This is an optimization exercise on Yosys and OpenROAD, whose aim is small area and a short achievable clock period, not a production implementation. Power figures rest on the tool's default switching activity, not on a simulated workload.

==> flow/design.v <==
`timescale 1ns/1ps
`default_nettype none
package rob_cfg_pkg;
    localparam int WAY = 2;
    localparam int ROB_DEPTH    = 16;
    localparam int ROB_ID_WIDTH = 4;
    localparam int ARCH_WIDTH = 5;
    localparam int PRF_WIDTH  = 6;
    localparam int CDB_CHANNELS = 3;
    localparam int FULL_THRESHOLD = 2 * WAY;
    typedef logic [ROB_ID_WIDTH-1:0] rob_id_t;
    typedef logic [ROB_ID_WIDTH:0]   rob_ptr_t;
endpackage
`default_nettype wire
`timescale 1ns/1ps
`default_nettype none
module rob_top (
    input  logic         clk,
    input  logic         rst_n,
    input  logic         alloc_en,
    input  logic [27:0]  alloc_lanes,
    output logic [7:0]   tail_ids,
    input  logic [116:0] cdb,
    output logic [23:0]  commit_lanes,
    output logic         flush,
    output logic [31:0]  redirect_pc,
    output logic         full,
    output logic [1:0]   status
);
    localparam int N    = rob_cfg_pkg::ROB_DEPTH;
    localparam int NP   = N / 2;
    localparam int NCDB = rob_cfg_pkg::CDB_CHANNELS;
    function automatic logic [3:0] inc4(input logic [3:0] x);
        inc4 = {x[3] ^ (x[2] & x[1] & x[0]), x[2] ^ (x[1] & x[0]), x[1] ^ x[0], !x[0]};
    endfunction
    function automatic logic [3:0] dec4(input logic [3:0] x);
        dec4 = {x[3] ^ !(x[2] | x[1] | x[0]), x[2] ^ !(x[1] | x[0]), x[1] ^ !x[0], !x[0]};
    endfunction
    function automatic logic [2:0] inc3(input logic [2:0] x);
        inc3 = {x[2] ^ (x[1] & x[0]), x[1] ^ x[0], !x[0]};
    endfunction
    function automatic logic lt4(input logic [3:0] a, input logic [3:0] b);
        logic [3:0] e;
        e = ~(a ^ b);
        lt4 = (!a[3] && b[3])
            || (e[3] && !a[2] && b[2])
            || (e[3] && e[2] && !a[1] && b[1])
            || (e[3] && e[2] && e[1] && !a[0] && b[0]);
    endfunction
    logic [N-1:0]  st_a, st_b;
    logic [10:0]   e_d [N];     
    logic [3:0]  head;
    logic [2:0]  tail3;         
    logic [3:0]  occ;           
    logic        full_r, empty_r;
    logic        c0_r, c1_r, flush_r;
    logic [10:0] l0_r, l1_r;
    logic        mp_v;          
    logic [3:0]  mp_id;         
    logic [31:0] mp_pc;
    assign tail_ids     = {tail3, 1'b1, tail3, 1'b0};
    assign full         = full_r;
    assign status       = {full_r, empty_r};
    assign flush        = flush_r;
    assign redirect_pc  = mp_pc;
    assign commit_lanes = {c1_r, l1_r, c0_r, l0_r};
    logic [NCDB-1:0]       cv, ctk;
    logic [NCDB-1:0][3:0]  cid;
    logic [NCDB-1:0][31:0] cpc;
    logic [1:0]            la, lb, ldai;
    logic [1:0][10:0]      ld;
    always_comb begin
        for (int c = 0; c < NCDB; c++) begin
            cv[c]  = cdb[c*39 + 38];
            cid[c] = cdb[c*39 + 34 +: 4];
            ctk[c] = cdb[c*39 + 32];
            cpc[c] = cdb[c*39 +: 32];
        end
        for (int l = 0; l < 2; l++) begin
            ld[l]   = alloc_lanes[l*14 + 3 +: 11];
            ldai[l] = alloc_lanes[l*14 + 2];
            la[l] = !alloc_lanes[l*14 + 2] && (!alloc_lanes[l*14 + 1] ||  alloc_lanes[l*14 + 0]);
            lb[l] = !alloc_lanes[l*14 + 2] && (!alloc_lanes[l*14 + 1] || !alloc_lanes[l*14 + 0]);
        end
    end
    logic       clr, acc;
    logic [3:0] hn, hn1, k, k_in;
    logic       k0, k1, kge2, kge11, kge13;
    assign clr  = !rst_n || flush_r;
    assign acc  = alloc_en && !full_r;
    assign hn   = c1_r ? inc4(inc4(head)) : c0_r ? inc4(head) : head;
    assign hn1  = inc4(hn);
    assign k    = c1_r ? dec4(dec4(occ)) : c0_r ? dec4(occ) : occ;
    assign k0    = (k == 4'd0);
    assign k1    = (k == 4'd1);
    assign kge2  = k[3] || k[2] || k[1];
    assign kge11 = k[3] && (k[2] || (k[1] && k[0]));
    assign kge13 = k[3] && k[2] && (k[1] || k[0]);
    assign k_in  = {k[3] ^ (k[2] & k[1]), k[2] ^ k[1], !k[1], k[0]};    
    always_ff @(posedge clk) begin
        if (clr) begin
            head    <= '0;
            tail3   <= '0;
            occ     <= '0;
            full_r  <= 1'b0;
            empty_r <= 1'b1;
        end else begin
            head    <= hn;
            tail3   <= acc ? inc3(tail3) : tail3;
            occ     <= acc ? k_in : k;
            full_r  <= acc ? kge11 : kge13;
            empty_r <= !acc && k0;
        end
    end
    logic [N-1:0] hit;
    always_comb begin
        for (int i = 0; i < N; i++) begin
            hit[i] = 1'b0;
            for (int c = 0; c < NCDB; c++)
                if (cv[c] && (cid[c] == 4'(i))) hit[i] = 1'b1;
        end
    end
    always_ff @(posedge clk) begin
        for (int i = 0; i < N; i++) begin
            if (tail3 == 3'(i / 2)) e_d[i] <= ld[i%2];
            if (hit[i]) begin
                st_a[i] <= 1'b0;
                st_b[i] <= 1'b0;
            end else if (tail3 == 3'(i / 2)) begin
                st_a[i] <= la[i%2];
                st_b[i] <= lb[i%2];
            end
        end
    end
    logic [2:0]  pe, po;
    logic [10:0] dev, dod, ds0, ds1;
    logic        aev, bev, aod, bod, sa0, sb0, sa1, sb1;
    logic        hit0, hit1, cmis0, cmis1;
    logic        rdy0, rdy1, live0, live1, mis0, mis1, c0_n, c1_n;
    assign po  = hn[3:1];
    assign pe  = hn1[3:1];
    assign dev = e_d[{pe, 1'b0}];
    assign dod = e_d[{po, 1'b1}];
    assign aev = st_a[{pe, 1'b0}];
    assign bev = st_b[{pe, 1'b0}];
    assign aod = st_a[{po, 1'b1}];
    assign bod = st_b[{po, 1'b1}];
    assign ds0 = hn[0] ? dod : dev;
    assign ds1 = hn[0] ? dev : dod;
    assign sa0 = hn[0] ? aod : aev;
    assign sb0 = hn[0] ? bod : bev;
    assign sa1 = hn[0] ? aev : aod;
    assign sb1 = hn[0] ? bev : bod;
    always_comb begin
        hit0 = 1'b0; hit1 = 1'b0; cmis0 = 1'b0; cmis1 = 1'b0;
        for (int c = 0; c < NCDB; c++) begin
            if (cv[c] && (cid[c] == hn)) begin
                hit0  = 1'b1;
                cmis0 = cmis0 || (ctk[c] ? (!sa0 && sb0) : (sa0 && !sb0));
            end
            if (cv[c] && (cid[c] == hn1)) begin
                hit1  = 1'b1;
                cmis1 = cmis1 || (ctk[c] ? (!sa1 && sb1) : (sa1 && !sb1));
            end
        end
    end
    assign live0 = !k0 || acc;
    assign live1 = kge2 || acc;
    assign rdy0  = !k0 ? ((!sa0 && !sb0) || hit0) : ldai[0];
    assign rdy1  = kge2 ? ((!sa1 && !sb1) || hit1) : k1 ? ldai[0] : ldai[1];
    assign mis0  = !k0 && ((mp_v && (mp_id == hn))  || cmis0);
    assign mis1  = kge2 && ((mp_v && (mp_id == hn1)) || cmis1);
    assign c0_n  = !clr && live0 && rdy0;
    assign c1_n  = c0_n && !mis0 && live1 && rdy1;
    always_ff @(posedge clk) begin
        c0_r    <= c0_n;
        c1_r    <= c1_n;
        flush_r <= c0_n && (mis0 || (live1 && rdy1 && mis1));
        l0_r    <= !k0 ? ds0 : ld[0];
        l1_r    <= kge2 ? ds1 : k1 ? ld[0] : ld[1];
    end
    logic [NCDB-1:0] cmis, cwrap, cbeat, csel;
    logic            hwrap;
    assign hwrap = lt4(mp_id, head);
    always_comb begin
        for (int c = 0; c < NCDB; c++) begin
            cmis[c]  = cv[c] && (ctk[c] ? !st_a[cid[c]] : !st_b[cid[c]]);
            cwrap[c] = lt4(cid[c], head);
            cbeat[c] = !mp_v || (lt4(cid[c], mp_id) ^ cwrap[c] ^ hwrap);
        end
        for (int c = 0; c < NCDB; c++) begin
            csel[c] = cmis[c] && cbeat[c];
            for (int d = 0; d < NCDB; d++)
                if (d != c)
                    csel[c] = csel[c] && (!cmis[d] || (lt4(cid[c], cid[d]) ^ cwrap[c] ^ cwrap[d]));
        end
    end
    always_ff @(posedge clk) begin
        if (clr) mp_v <= 1'b0;
        else     mp_v <= mp_v || (|cmis);
        if (csel[0]) begin
            mp_pc <= cpc[0];
            mp_id <= cid[0];
        end else if (csel[1]) begin
            mp_pc <= cpc[1];
            mp_id <= cid[1];
        end else if (csel[2]) begin
            mp_pc <= cpc[2];
            mp_id <= cid[2];
        end
    end
endmodule
`default_nettype wire
export LEC_CHECK = 0
export CAP_MARGIN = 20
export CORE_MARGIN = 2
export CORE_UTILIZATION = 40
export PLACE_DENSITY = 0.6
export SETUP_SLACK_MARGIN = 4.3
export SLEW_MARGIN = 20
create_clock -name core_clock -period 7.0 [get_ports {clk}]
run.sh (not shown) runs the stock make flow with config.mk's settings and CLKGATE_MAP_FILE= SYNTH_SCRIPT=/design/flow/synth_recipe.tcl, a recipe that flattens the netlist after the stock synthesis.
Rerun with:
==> flow/flow/run.sh (new file) <==
#!/bin/bash
# The standard layout (standard.sh), with one change: the port buffers
# that global placement inserts are plain sky130_fd_sc_hd__buf_1 cells
# instead of the delay cells buffer_ports picks by default.
# make's full output goes to standard.log; ORFS keeps each step's log
# under orfs/logs/.
set -euo pipefail
export BUFFER_PORTS_ARGS="-buffer_cell sky130_fd_sc_hd__buf_1"
bash standard.sh > standard.log 2>&1
==> flow/standard.sh (new file) <==
#!/bin/bash
# synth_recipe.tcl (not shown) runs the flow's synth.tcl, then flattens the netlist and writes it again
# the make line also repeats each setting of config.mk as NAME=value (left out here)
make -C /OpenROAD-flow-scripts/flow DESIGN_CONFIG=/design/flow/config.mk WORK_HOME=/design/flow/orfs CLKGATE_MAP_FILE= SYNTH_SCRIPT=/design/flow/synth_recipe.tcl "${@:-finish}"
Settings changed: ABC_AREA from default to 1, CTS_BUF_LIST from default to sky130_fd_sc_hd__clkbuf_4 sky130_fd_sc_hd__clkbuf_8, SETUP_SLACK_MARGIN 4.3 to 4.6.
removed: flow/run.sh
=> The new run passed the timing, design-rule and antenna checks. Final cell count increases by 22%. Total power grows by 0.71%. Final area fell by 0.47%. Clock-buffer cell count is higher by 33. Area after synthesis shrinks by 1.7%. Sequential power hardly moves. Global-route usage goes up by 1.7 points. Non-clock buffer count rises by 12. First-iteration DRC count climbs by 26%. Combinational power came out higher by about 2%. Setup slack gets better by 0.48 ns.
Rerun with:
Settings changed: CTS_BUF_LIST sky130_fd_sc_hd__clkbuf_4 sky130_fd_sc_hd__clkbuf_8 to default, CTS_CLUSTER_DIAMETER from default to 80, CTS_CLUSTER_SIZE from default to 30, SETUP_SLACK_MARGIN 4.6 to 4.3.
The changed run completed without violations.
Sequential power is lower by about 2%.
Wire length is lower by about 5%.
Hold slack improves by 0.013 ns.
Clock power is lower by 18%.
Register-to-register slack degrades by 0.05 ns.
Function was not checked in any run of this note: the RTL went through the layout flow alone.

* * *

// rob_top: RTL as listed in full above, without the edits since
clock: 7.0 ns
lec_check: 0
abc_area: 1
cap_margin: 20
core_margin: 2
core_utilization: 40
place_density: 0.6
setup_slack_margin: 4.3
slew_margin: 20
Stock flow here: none of the scripts above is used.
The first run finished with timing, DRC and antenna clean.
==> next run, changes <==
==> flow/flow/run.sh (new file) <==
#!/bin/bash
# The standard layout (standard.sh), with one change: the port buffers
# that global placement inserts are plain sky130_fd_sc_hd__buf_1 cells
# instead of the delay cells buffer_ports picks by default.
# make's full output goes to standard.log; ORFS keeps each step's log
# under orfs/logs/.
set -euo pipefail
export BUFFER_PORTS_ARGS="-buffer_cell sky130_fd_sc_hd__buf_1"
bash standard.sh > standard.log 2>&1
==> flow/standard.sh (new file) <==
#!/bin/bash
# synth_recipe.tcl (not shown) runs the flow's synth.tcl, then flattens the netlist and writes it again
# the make line also repeats each setting of config.mk as NAME=value (left out here)
make -C /OpenROAD-flow-scripts/flow DESIGN_CONFIG=/design/flow/config.mk WORK_HOME=/design/flow/orfs CLKGATE_MAP_FILE= SYNTH_SCRIPT=/design/flow/synth_recipe.tcl "${@:-finish}"
--- a/flow/config.mk
+++ b/flow/config.mk
@@ -11,4 +11,6 @@
 export CORE_UTILIZATION = 40
+export CTS_CLUSTER_DIAMETER = 80
+export CTS_CLUSTER_SIZE = 30
 export PLACE_DENSITY = 0.6
-export SETUP_SLACK_MARGIN = 4.3
+export SETUP_SLACK_MARGIN = 3.0
 export SLEW_MARGIN = 20
removed: flow/run.sh
Result:
- wire length came out lower by 19%
- combinational power went down by 37%
- count of clock-buffer cells in the layout went down by 29
- register-to-register slack is worse by 0.59 ns
- global-route usage decreases by 3.9 points
- worst setup slack loses 0.48 ns
==> next run, changes <==
--- a/flow/config.mk
+++ b/flow/config.mk
@@ -14,3 +14,3 @@
 export PLACE_DENSITY = 0.6
-export SETUP_SLACK_MARGIN = 3.0
+export SETUP_SLACK_MARGIN = 3.6
 export SLEW_MARGIN = 20
Result: Synthesized area is unchanged; design area increases by a few percent; routed wire length increases by a few percent; hold slack improves by 0.0032 ns; synthesized cell count does not change; power increases by a few percent; worst setup slack improves by 0.52 ns; combinational power increases by roughly a tenth; clock power hardly moves.
==> next run, changes <==
--- a/flow/config.mk
+++ b/flow/config.mk
@@ -10,6 +10,6 @@
 export CORE_MARGIN = 2
-export CORE_UTILIZATION = 40
+export CORE_UTILIZATION = 55
 export CTS_CLUSTER_DIAMETER = 80
 export CTS_CLUSTER_SIZE = 30
-export PLACE_DENSITY = 0.6
+export PLACE_DENSITY = 0.7
 export SETUP_SLACK_MARGIN = 3.6
The new run finished with timing, DRC and antenna clean; count of clock-buffer cells in the layout falls by 4; design area falls by 1.9%; non-clock buffer count stays the same; worst setup slack is worse by 0.056 ns; utilization rises by 17 points; via count rises by 2.2%; cell count falls by 5.6%; routed wire length falls by 2.2%; register-to-register slack is worse by 0.09 ns.
==> next run, changes <==
--- a/flow/config.mk
+++ b/flow/config.mk
@@ -10,7 +10,6 @@
 export CORE_MARGIN = 2
-export CORE_UTILIZATION = 55
-export CTS_CLUSTER_DIAMETER = 80
-export CTS_CLUSTER_SIZE = 30
-export PLACE_DENSITY = 0.7
-export SETUP_SLACK_MARGIN = 3.6
+export CORE_UTILIZATION = 40
+export CTS_BUF_LIST = sky130_fd_sc_hd__clkbuf_4 sky130_fd_sc_hd__clkbuf_8
+export PLACE_DENSITY = 0.6
+export SETUP_SLACK_MARGIN = 4.3
 export SLEW_MARGIN = 20
=> The new run produced a clean layout. Combinational power is higher by 31%. Worst hold slack barely changes. Sequential share of layout area fell by 6.1 points. Design area climbs by 17%. Clock skew increases by 0.030 ns. Worst setup slack gains 0.11 ns.
==> next run, changes <==
==> flow/run.sh (new file) <==
#!/bin/bash
# synth_recipe.tcl (not shown) runs the flow's synth.tcl, then flattens the netlist and writes it again
# the make line also repeats each setting of config.mk as NAME=value (left out here)
make -C /OpenROAD-flow-scripts/flow DESIGN_CONFIG=/design/flow/config.mk WORK_HOME=/design/flow/orfs CLKGATE_MAP_FILE= SYNTH_SCRIPT=/design/flow/synth_recipe.tcl finish
removed: flow/flow/run.sh
removed: flow/standard.sh
What happened:
- The changed run ran to the end with no violations
- routed wire length rose by 5.8%
- global-route usage rose by 1.4 points
- die area does not change
No functional check of the RTL was part of any run of this note.

* * *

Starts from the design.v that is shown in full above.
export LEC_CHECK = 0
export ABC_AREA = 1
export CAP_MARGIN = 20
export CORE_MARGIN = 2
export CORE_UTILIZATION = 40
export CTS_CLUSTER_DIAMETER = 80
export CTS_CLUSTER_SIZE = 30
export PLACE_DENSITY = 0.6
export SETUP_SLACK_MARGIN = 3.3
export SLEW_MARGIN = 20
create_clock -name core_clock -period 7.0 [get_ports {clk}]
standard.sh (not shown) runs the stock make flow with config.mk's settings and CLKGATE_MAP_FILE= SYNTH_SCRIPT=/design/flow/synth_recipe.tcl, a recipe that flattens the netlist after the stock synthesis.
==> flow/flow/run.sh <==
#!/bin/bash
# The standard layout (standard.sh), with one change: the port buffers
# that global placement inserts are plain sky130_fd_sc_hd__buf_1 cells
# instead of the delay cells buffer_ports picks by default.
# make's full output goes to standard.log; ORFS keeps each step's log
# under orfs/logs/.
set -euo pipefail
export BUFFER_PORTS_ARGS="-buffer_cell sky130_fd_sc_hd__buf_1"
bash standard.sh > standard.log 2>&1
The first run went through all stages and came out clean.
Rerun with:
Settings changed: SETUP_SLACK_MARGIN 3.3 to 3.75.
=> Clock skew grows by 0.032 ns; via count rises by a few percent; sequential power hardly moves; clock power grows by a little under a tenth; final area grows by a little under a tenth.
Rerun with:
Settings changed: SETUP_SLACK_MARGIN 3.75 to 4.0.
Effect:
- The changed run produced a clean layout
- sequential power stays flat
- worst setup slack loses 0.064 ns
- worst hold slack barely changes
Function was not checked in any run of this note: the RTL went through the layout flow alone.

## re-timing with driven ports
No port has a modelled driver above. Below, the same layouts with a new extraction and two added sets of constraints.
Step 1, drivers: a clkbuf_16 drives clk and a buf_2 each remaining input, both assumed.
Step 2 moves the port delays by t, midway between the first and last clock arrival at a register: inputs arrive t later, outputs are due t later. That takes back most of the time a late clock gives input paths.
Slacks: ideal ports / drivers / drivers and shift; pairs: ideal ports / drivers.
| run | t, ns | slack for setup (ns) | latest minus earliest clock arrival (ns) | slew at the worst register clock pin (ns) |
|---|---|---|---|---|
| the first run of note 1 | 0.648 | 3.230 / 3.198 / 2.550 | 0.016 / 0.016 | 0.07 / 0.07 |
| the second run of note 1 | 0.659 | 3.714 / 3.700 / 3.041 | 0.026 / 0.026 | 0.07 / 0.07 |
| the third run of note 1 | 0.587 | 3.635 / 3.645 / 3.058 | 0.031 / 0.031 | 0.11 / 0.11 |
| the first run of note 2 | 0.647 | 3.627 / 3.605 / 2.957 | 0.018 / 0.019 | 0.06 / 0.06 |
| the second run of note 2 | 0.568 | 3.142 / 3.175 / 2.607 | 0.034 / 0.034 | 0.11 / 0.11 |
| the third run of note 2 | 0.572 | 3.659 / 3.636 / 3.064 | 0.059 / 0.059 | 0.11 / 0.11 |
| the fourth run of note 2 | 0.562 | 3.604 / 3.583 / 3.021 | 0.026 / 0.026 | 0.11 / 0.11 |
| the fifth run of note 2 | 0.673 | 3.717 / 3.691 / 3.018 | 0.055 / 0.054 | 0.07 / 0.07 |
| the sixth run of note 2 | 0.684 | 3.680 / 3.645 / 2.961 | 0.037 / 0.037 | 0.07 / 0.07 |
| the first run of note 3 | 0.568 | 3.328 / 3.353 / 2.786 | 0.027 / 0.027 | 0.11 / 0.11 |
| the second run of note 3 | 0.585 | 3.638 / 3.623 / 3.038 | 0.058 / 0.058 | 0.11 / 0.11 |
| the third run of note 3 | 0.587 | 3.574 / 3.546 / 2.960 | 0.059 / 0.059 | 0.11 / 0.11 |
After both steps every run listed still meets setup and hold. The setup slack of the sixth run of note 2, which loses most, moves by -0.035 ns with the drivers and by -0.719 ns with both steps.
